What follows belongs to an exercise in optimizing a design on an open flow for a short achievable clock period and few clock cycles per item; a production flow would make more cautious choices. For this run, only the layout was checked, not whether the RTL still works. Power and IR drop assume default switching activity.

$ cat design/flow/run.sh
#!/bin/bash
# synth_recipe.tcl (not shown) runs the flow's synth.tcl, then flattens the netlist and writes it again
# the make line also repeats each setting of config.mk as NAME=value (left out here)
make -C /OpenROAD-flow-scripts/flow DESIGN_CONFIG=/design/flow/config.mk WORK_HOME=/design/flow/orfs CLKGATE_MAP_FILE= SYNTH_SCRIPT=/design/flow/synth_recipe.tcl finish
$ cat design/flow/config.mk
export PLATFORM = sky130hd
export DESIGN_NAME = array_stack_with_search_top
export DESIGN_NICKNAME = array_stack_with_search_top
export VERILOG_FILES = /design/flow/design.v
export SDC_FILE = /design/flow/constraint.sdc
export NUM_CORES = 4
export LEC_CHECK = 0
export ABC_CLOCK_PERIOD_IN_PS = 2500
export CAP_MARGIN = 20
export CORE_MARGIN = 2
export CORE_UTILIZATION = 40
export SETUP_SLACK_MARGIN = 3.0
export SLEW_MARGIN = 20
export TNS_END_PERCENT = 100
$ cat design/flow/constraint.sdc
create_clock -name core_clock -period 6.0 [get_ports {i_clk}]
set_input_delay 1.2000 -clock core_clock [delete_from_list [all_inputs] [get_ports {i_clk}]]
set_output_delay 1.2000 -clock core_clock [all_outputs]
set_load 0.01 [all_outputs]
$ cat design/flow/design.v
package asws_pkg;
    localparam int DEPTH_DEFAULT = 64;
    localparam int WORD_W = 32;
    localparam logic [2:0] CMD_PUSH   = 3'd0;
    localparam logic [2:0] CMD_POP    = 3'd1;
    localparam logic [2:0] CMD_PEEK   = 3'd2;
    localparam logic [2:0] CMD_SEARCH = 3'd3;
    localparam logic [2:0] CMD_SET    = 3'd4;
    localparam logic [2:0] CMD_CLEAR  = 3'd5;
    localparam logic [2:0] ST_OK      = 3'd0;
    localparam logic [2:0] ST_EMPTY   = 3'd1;
    localparam logic [2:0] ST_FULL    = 3'd2;
    localparam logic [2:0] ST_BADPOS  = 3'd3;
    localparam logic [2:0] ST_NOMATCH = 3'd4;
    typedef struct packed {
        logic        [2:0]        command;
        logic signed [WORD_W-1:0] value;
        logic        [6:0]        position;
    } t_in_item;
    typedef struct packed {
        logic        [2:0]        status;
        logic signed [WORD_W-1:0] data;
        logic        [6:0]        match_position;
        logic                     last;
    } t_out_item;
endpackage
module asws_ram #(
    parameter  int WIDTH = 32,
    parameter  int DEPTH = 64,
    localparam int AW    = (DEPTH > 1) ? $clog2(DEPTH) : 1
) (
    input  logic             i_clk,
    input  logic             i_we,
    input  logic [AW-1:0]    i_waddr,
    input  logic [WIDTH-1:0] i_wdata,
    input  logic [AW-1:0]    i_raddr,
    output logic [WIDTH-1:0] o_rdata
);
    logic [WIDTH-1:0] r_mem [DEPTH];
    logic [WIDTH-1:0] r_rdata;
    always_ff @(posedge i_clk) begin
        if (i_we) begin
            r_mem[i_waddr] <= i_wdata;
        end
        r_rdata <= r_mem[i_raddr];
    end
    assign o_rdata = r_rdata;
endmodule
module array_stack_with_search_top #(
    parameter int DEPTH = asws_pkg::DEPTH_DEFAULT
) (
    input  logic                 i_clk,
    input  logic                 i_rst_n,
    input  logic                 start,
    output logic                 busy,
    input  logic [41:0]          i_item_bits,
    output logic                 o_strobe,
    output logic [42:0]          o_result_bits
);
    localparam int W  = asws_pkg::WORD_W;
    localparam int QN = 14;           
    localparam int QT = 8;            
    localparam int PW = (DEPTH > W) ? DEPTH : W;   
    logic          r_busy;
    logic          s0_v;
    logic [41:0]   s0_item;
    always_ff @(posedge i_clk) begin
        s0_item <= i_item_bits;
        if (!i_rst_n) begin
            s0_v <= 1'b0;
        end else begin
            s0_v <= start && !r_busy;
        end
    end
    assign busy = r_busy;
    logic [2:0]       s0_cmd;
    logic [W-1:0]     s0_val;
    logic [6:0]       s0_pos;
    assign s0_cmd = s0_item[41:39];
    assign s0_val = s0_item[38:7];
    assign s0_pos = s0_item[6:0];
    logic             s1_v;
    logic             s1_push, s1_pop, s1_peek, s1_search, s1_set, s1_clear;
    logic [W-1:0]     s1_val;
    logic [DEPTH-1:0] s1_posoh;
    always_ff @(posedge i_clk) begin
        s1_val <= s0_val;
        for (int i = 0; i < DEPTH; i++) begin
            s1_posoh[i] <= (s0_pos == 7'(i + 1));
        end
        s1_push   <= (s0_cmd == asws_pkg::CMD_PUSH);
        s1_pop    <= (s0_cmd == asws_pkg::CMD_POP);
        s1_peek   <= (s0_cmd == asws_pkg::CMD_PEEK);
        s1_search <= (s0_cmd == asws_pkg::CMD_SEARCH);
        s1_set    <= (s0_cmd == asws_pkg::CMD_SET);
        s1_clear  <= (s0_cmd == asws_pkg::CMD_CLEAR);
        if (!i_rst_n) begin
            s1_v <= 1'b0;
        end else begin
            s1_v <= s0_v;
        end
    end
    logic [W-1:0]     r_mem [DEPTH];
    logic [DEPTH-1:0] r_occ;          
    logic             full, empty;
    logic [DEPTH-1:0] free_oh;        
    logic [DEPTH-1:0] top_oh;         
    logic [DEPTH-1:0] we;
    logic [DEPTH-1:0] hit;
    logic [DEPTH-1:0] set_hit;
    logic [W-1:0]     top_word;
    logic             do_push, do_pop, set_ok;
    assign full  = r_occ[DEPTH-1];
    assign empty = !r_occ[0];
    always_comb begin
        for (int i = 0; i < DEPTH; i++) begin
            free_oh[i] = !r_occ[i] && ((i == 0) ? 1'b1 : r_occ[(i == 0) ? 0 : i - 1]);
            top_oh[i]  = r_occ[i] && ((i == DEPTH - 1) ? 1'b1 : !r_occ[(i == DEPTH - 1) ? i : i + 1]);
        end
    end
    assign do_push = s1_v && s1_push && !full;
    assign do_pop  = s1_v && s1_pop && !empty;
    assign set_hit = s1_posoh & r_occ;
    assign set_ok  = |set_hit;
    always_comb begin
        top_word = '0;
        for (int i = 0; i < DEPTH; i++) begin
            top_word = top_word | ({W{top_oh[i]}} & r_mem[i]);
        end
    end
    always_comb begin
        for (int i = 0; i < DEPTH; i++) begin
            we[i]  = (do_push && free_oh[i]) || (s1_v && s1_set && set_hit[i]);
            hit[i] = r_occ[i] && (r_mem[i] == s1_val);
        end
    end
    always_ff @(posedge i_clk) begin
        for (int i = 0; i < DEPTH; i++) begin
            if (we[i]) begin
                r_mem[i] <= s1_val;
            end
        end
    end
    always_ff @(posedge i_clk) begin
        if (!i_rst_n) begin
            r_occ <= '0;
        end else if (s1_v && s1_clear) begin
            r_occ <= '0;
        end else if (do_push) begin
            r_occ <= {r_occ[DEPTH-2:0], 1'b1};
        end else if (do_pop) begin
            r_occ <= {1'b0, r_occ[DEPTH-1:1]};
        end
    end
    logic          s3_v;
    logic          s3_srch;
    logic [2:0]    s3_status;
    logic [PW-1:0] s3_pay;
    always_ff @(posedge i_clk) begin
        s3_srch   <= s1_search;
        s3_status <= asws_pkg::ST_OK;
        s3_pay    <= '0;
        if (s1_push) begin
            s3_status <= full ? asws_pkg::ST_FULL : asws_pkg::ST_OK;
        end
        if (s1_pop || s1_peek) begin
            s3_status <= empty ? asws_pkg::ST_EMPTY : asws_pkg::ST_OK;
            s3_pay    <= PW'(top_word);
        end
        if (s1_search) begin
            s3_pay    <= PW'(hit);
        end
        if (s1_set) begin
            s3_status <= set_ok ? asws_pkg::ST_OK : asws_pkg::ST_BADPOS;
        end
        if (!i_rst_n) begin
            s3_v <= 1'b0;
        end else begin
            s3_v <= s1_v && (s1_push || s1_pop || s1_peek || s1_search || s1_set || s1_clear);
        end
    end
    function automatic logic [DEPTH-1:0] below_any(input logic [DEPTH-1:0] m);
        logic [DEPTH-1:0] p;
        p = m;
        for (int s = 1; s < DEPTH; s = s * 2) begin
            p = p | (p << s);
        end
        below_any = p << 1;
    endfunction
    function automatic logic at_most_one(input logic [DEPTH-1:0] m);
        at_most_one = ~|(m & below_any(m));
    endfunction
    function automatic logic at_most_two(input logic [DEPTH-1:0] m);
        logic [DEPTH-1:0] a, b, c, an, bn, cn;
        a = m;
        b = '0;
        c = '0;
        for (int n = DEPTH; n > 1; n = n / 2) begin
            an = '0;
            bn = '0;
            cn = '0;
            for (int i = 0; i < n / 2; i++) begin
                an[i] = a[2*i] | a[2*i+1];
                bn[i] = b[2*i] | b[2*i+1] | (a[2*i] & a[2*i+1]);
                cn[i] = c[2*i] | c[2*i+1] | (b[2*i] & a[2*i+1]) | (a[2*i] & b[2*i+1]);
            end
            a = an;
            b = bn;
            c = cn;
        end
        at_most_two = !c[0];
    endfunction
    logic          s4_v;
    logic          s4_srch;
    logic          s4_le1;        
    logic [2:0]    s4_status;
    logic [PW-1:0] s4_pay;
    always_ff @(posedge i_clk) begin
        s4_srch   <= s3_srch;
        s4_pay    <= s3_pay;
        s4_status <= (s3_srch && !(|s3_pay[DEPTH-1:0])) ? asws_pkg::ST_NOMATCH : s3_status;
        s4_le1    <= !s3_srch || at_most_one(s3_pay[DEPTH-1:0]);
        if (!i_rst_n) begin
            s4_v <= 1'b0;
        end else begin
            s4_v <= s3_v;
        end
    end
    logic [QN-1:0] q_v;
    logic          q_srch   [QN];
    logic          q_le1    [QN];
    logic [2:0]    q_status [QN];
    logic [PW-1:0] q_pay    [QN];
    logic             pop_q;
    logic [DEPTH-1:0] head_m;
    logic [DEPTH-1:0] head_low;
    logic [DEPTH-1:0] head_next;
    logic [6:0]       head_pos;
    assign pop_q     = q_v[0] && q_le1[0];
    assign head_m    = q_pay[0][DEPTH-1:0];
    assign head_next = head_m & below_any(head_m);
    assign head_low  = head_m & ~below_any(head_m);
    always_comb begin
        head_pos = '0;
        for (int i = 0; i < DEPTH; i++) begin
            head_pos = head_pos | (head_low[i] ? 7'(i + 1) : 7'd0);
        end
    end
    always_ff @(posedge i_clk) begin
        for (int k = 0; k < QN; k++) begin
            if (pop_q) begin
                if (s4_v && q_v[k] && ((k == QN - 1) ? 1'b1 : !q_v[(k == QN - 1) ? k : k + 1])) begin
                    q_srch[k]   <= s4_srch;
                    q_le1[k]    <= s4_le1;
                    q_status[k] <= s4_status;
                    q_pay[k]    <= s4_pay;
                end else if (k < QN - 1) begin
                    q_srch[k]   <= q_srch[(k < QN - 1) ? k + 1 : k];
                    q_le1[k]    <= q_le1[(k < QN - 1) ? k + 1 : k];
                    q_status[k] <= q_status[(k < QN - 1) ? k + 1 : k];
                    q_pay[k]    <= q_pay[(k < QN - 1) ? k + 1 : k];
                end
            end else begin
                if (s4_v && !q_v[k] && ((k == 0) ? 1'b1 : q_v[(k == 0) ? 0 : k - 1])) begin
                    q_srch[k]   <= s4_srch;
                    q_le1[k]    <= s4_le1;
                    q_status[k] <= s4_status;
                    q_pay[k]    <= s4_pay;
                end else if (k == 0 && q_v[0]) begin
                    q_le1[k] <= at_most_two(head_m);
                    q_pay[k] <= PW'(head_next);
                end
            end
        end
        if (!i_rst_n) begin
            q_v <= '0;
        end else begin
            for (int k = 0; k < QN; k++) begin
                if (pop_q) begin
                    q_v[k] <= (k == QN - 1) ? 1'b0 : q_v[(k < QN - 1) ? k + 1 : k];
                    if (s4_v && q_v[k] && ((k == QN - 1) ? 1'b1 : !q_v[(k == QN - 1) ? k : k + 1])) begin
                        q_v[k] <= 1'b1;
                    end
                end else begin
                    if (s4_v && !q_v[k] && ((k == 0) ? 1'b1 : q_v[(k == 0) ? 0 : k - 1])) begin
                        q_v[k] <= 1'b1;
                    end
                end
            end
        end
    end
    always_ff @(posedge i_clk) begin
        if (!i_rst_n) begin
            r_busy <= 1'b0;
        end else begin
            r_busy <= q_v[QT-1];
        end
    end
    logic        r_strobe;
    logic [42:0] r_out;
    always_ff @(posedge i_clk) begin
        r_out[42:40] <= q_status[0];
        r_out[39:8]  <= q_srch[0] ? '0 : q_pay[0][W-1:0];
        r_out[7:1]   <= q_srch[0] ? head_pos : 7'd0;
        r_out[0]     <= q_le1[0];
        if (!i_rst_n) begin
            r_strobe <= 1'b0;
        end else begin
            r_strobe <= q_v[0];
        end
    end
    assign o_strobe      = r_strobe;
    assign o_result_bits = r_out;
endmodule
==> run notes <==
-- layer usage --
metal | overflow | global-route usage (%)
met2 | 12 | 83.96
met5 | 0 | 37.23
met4 | 5 | 65.92
met1 | 0 | 70.21
met3 | 0 | 57.83
-- through the flow --
step | TNS, ns | power [mW] | worst slack [ns]
after CTS | 0 | 54.94 | 2.455
after detailed placement | 0 | 30.20 | 1.133
after global placement | -0.3592 | 30.19 | -0.3592
after floorplan | 0 | 28.05 | 2.341
-- repair_timing --
action | 4_1_cts
buffers inserted | 553
pin swaps | 287
setup endpoints to repair | 2864
cloned | 40
resized for setup | 1224
hold buffers | 0
-- cell families after synthesis --
kind of cell,after synthesis
xor+xnor,2023
flops,3421
buf+inv,846
mux,893
compound gates,1615
fa+ha+maj,19
simple gates,1821
-- power groups by stage --
stage | sequential (mW) | clock [mW] | combinational [mW]
after CTS | 26.2 | 24.4 | 4.35
after detailed placement | 26.9 | 0 | 3.31
after global placement | 26.9 | 0 | 3.30
after floorplan | 26.6 | 0 | 1.45
-- worst max path at each step --
stage	start	end	slack [ns]	depth (start not counted)
3_5_place_dp	q_pay[0][13]	q_pay[0][49]	1.13	7
3_3_place_gp	s1_val[0]	s3_pay[52]	-0.36	8
4_1_cts	s1_val[9]	s3_pay[44]	2.45	7
2_1_floorplan	s1_v	r_mem[1][0]	2.34	4
==> impl_metrics.tcl <==
set metrics [dict create \
    synth_top_family_by_area "XOR/XNOR gates" \
    yosysMostFrequentCell "edfxtp_1" \
    dp.cells 15790 \
    io_buffers 89 \
    gp_congestion 1.341 \
    chipHeight_um 621.4 \
    netlist-cell-type-count 78 \
    synthArstFlopShare_pct 0 \
    synth-xor-area-share_pct 11.62 \
    num_rows 226 \
    grt_pass1_vias 137600 \
    avgSynthCellArea_um2 14.33 \
    placed_area_um2 166600 \
    dp_hpwl_mm 868.3 \
    status "stopped before the end" \
    syn-num-nets 10680 \
    ys_ff_latch 3421 \
    overflow 17 \
    synth-edff-count 3014 \
    synth_compound_area_share_pct 8.252 \
    synth_top_flop_cell "edfxtp_1" \
    syn_area_um2 152500 \
    synth_top_area_cell "edfxtp_1" \
    root_buffer "clkbuf_16" \
    yosysTopAreaCellShare_pct 59.36 \
    grt_pass1_wl_mm 1731 \
    cts_sinks 3421 \
    stop_stage "global routing" \
    grt_start_max_net_pins 124 \
    synth_area_leaders "edfxtp_1, xor2_1, mux2_2, dfxtp_1, xnor2_1" \
    initial_utilization_pct 40.21 \
    die_x_um 621.4 \
    ios 90 \
    htreeDepth 5 \
    synth_commonest_cells "edfxtp_1, xor2_1, mux2_2, xnor2_1, clkbuf_1" \
    numCtsBuffers 378 \
    synthAdderAreaFrac_pct 0.1247 \
    seq_area_frac_synth_pct 64.71 \
    synth-simple-area-share_pct 6.648 \
    stop_error "[ERROR GRT-0116] Global routing finished with congestion. Check the congestion regions in the DRC Viewer." \
    grt_usage_pct 69.92 \
    synthMuxAreaShare_pct 6.546 \
    clock_path_buffers 4 \
    syn_inst 10640 \
    ys_warn_count 6 \
]
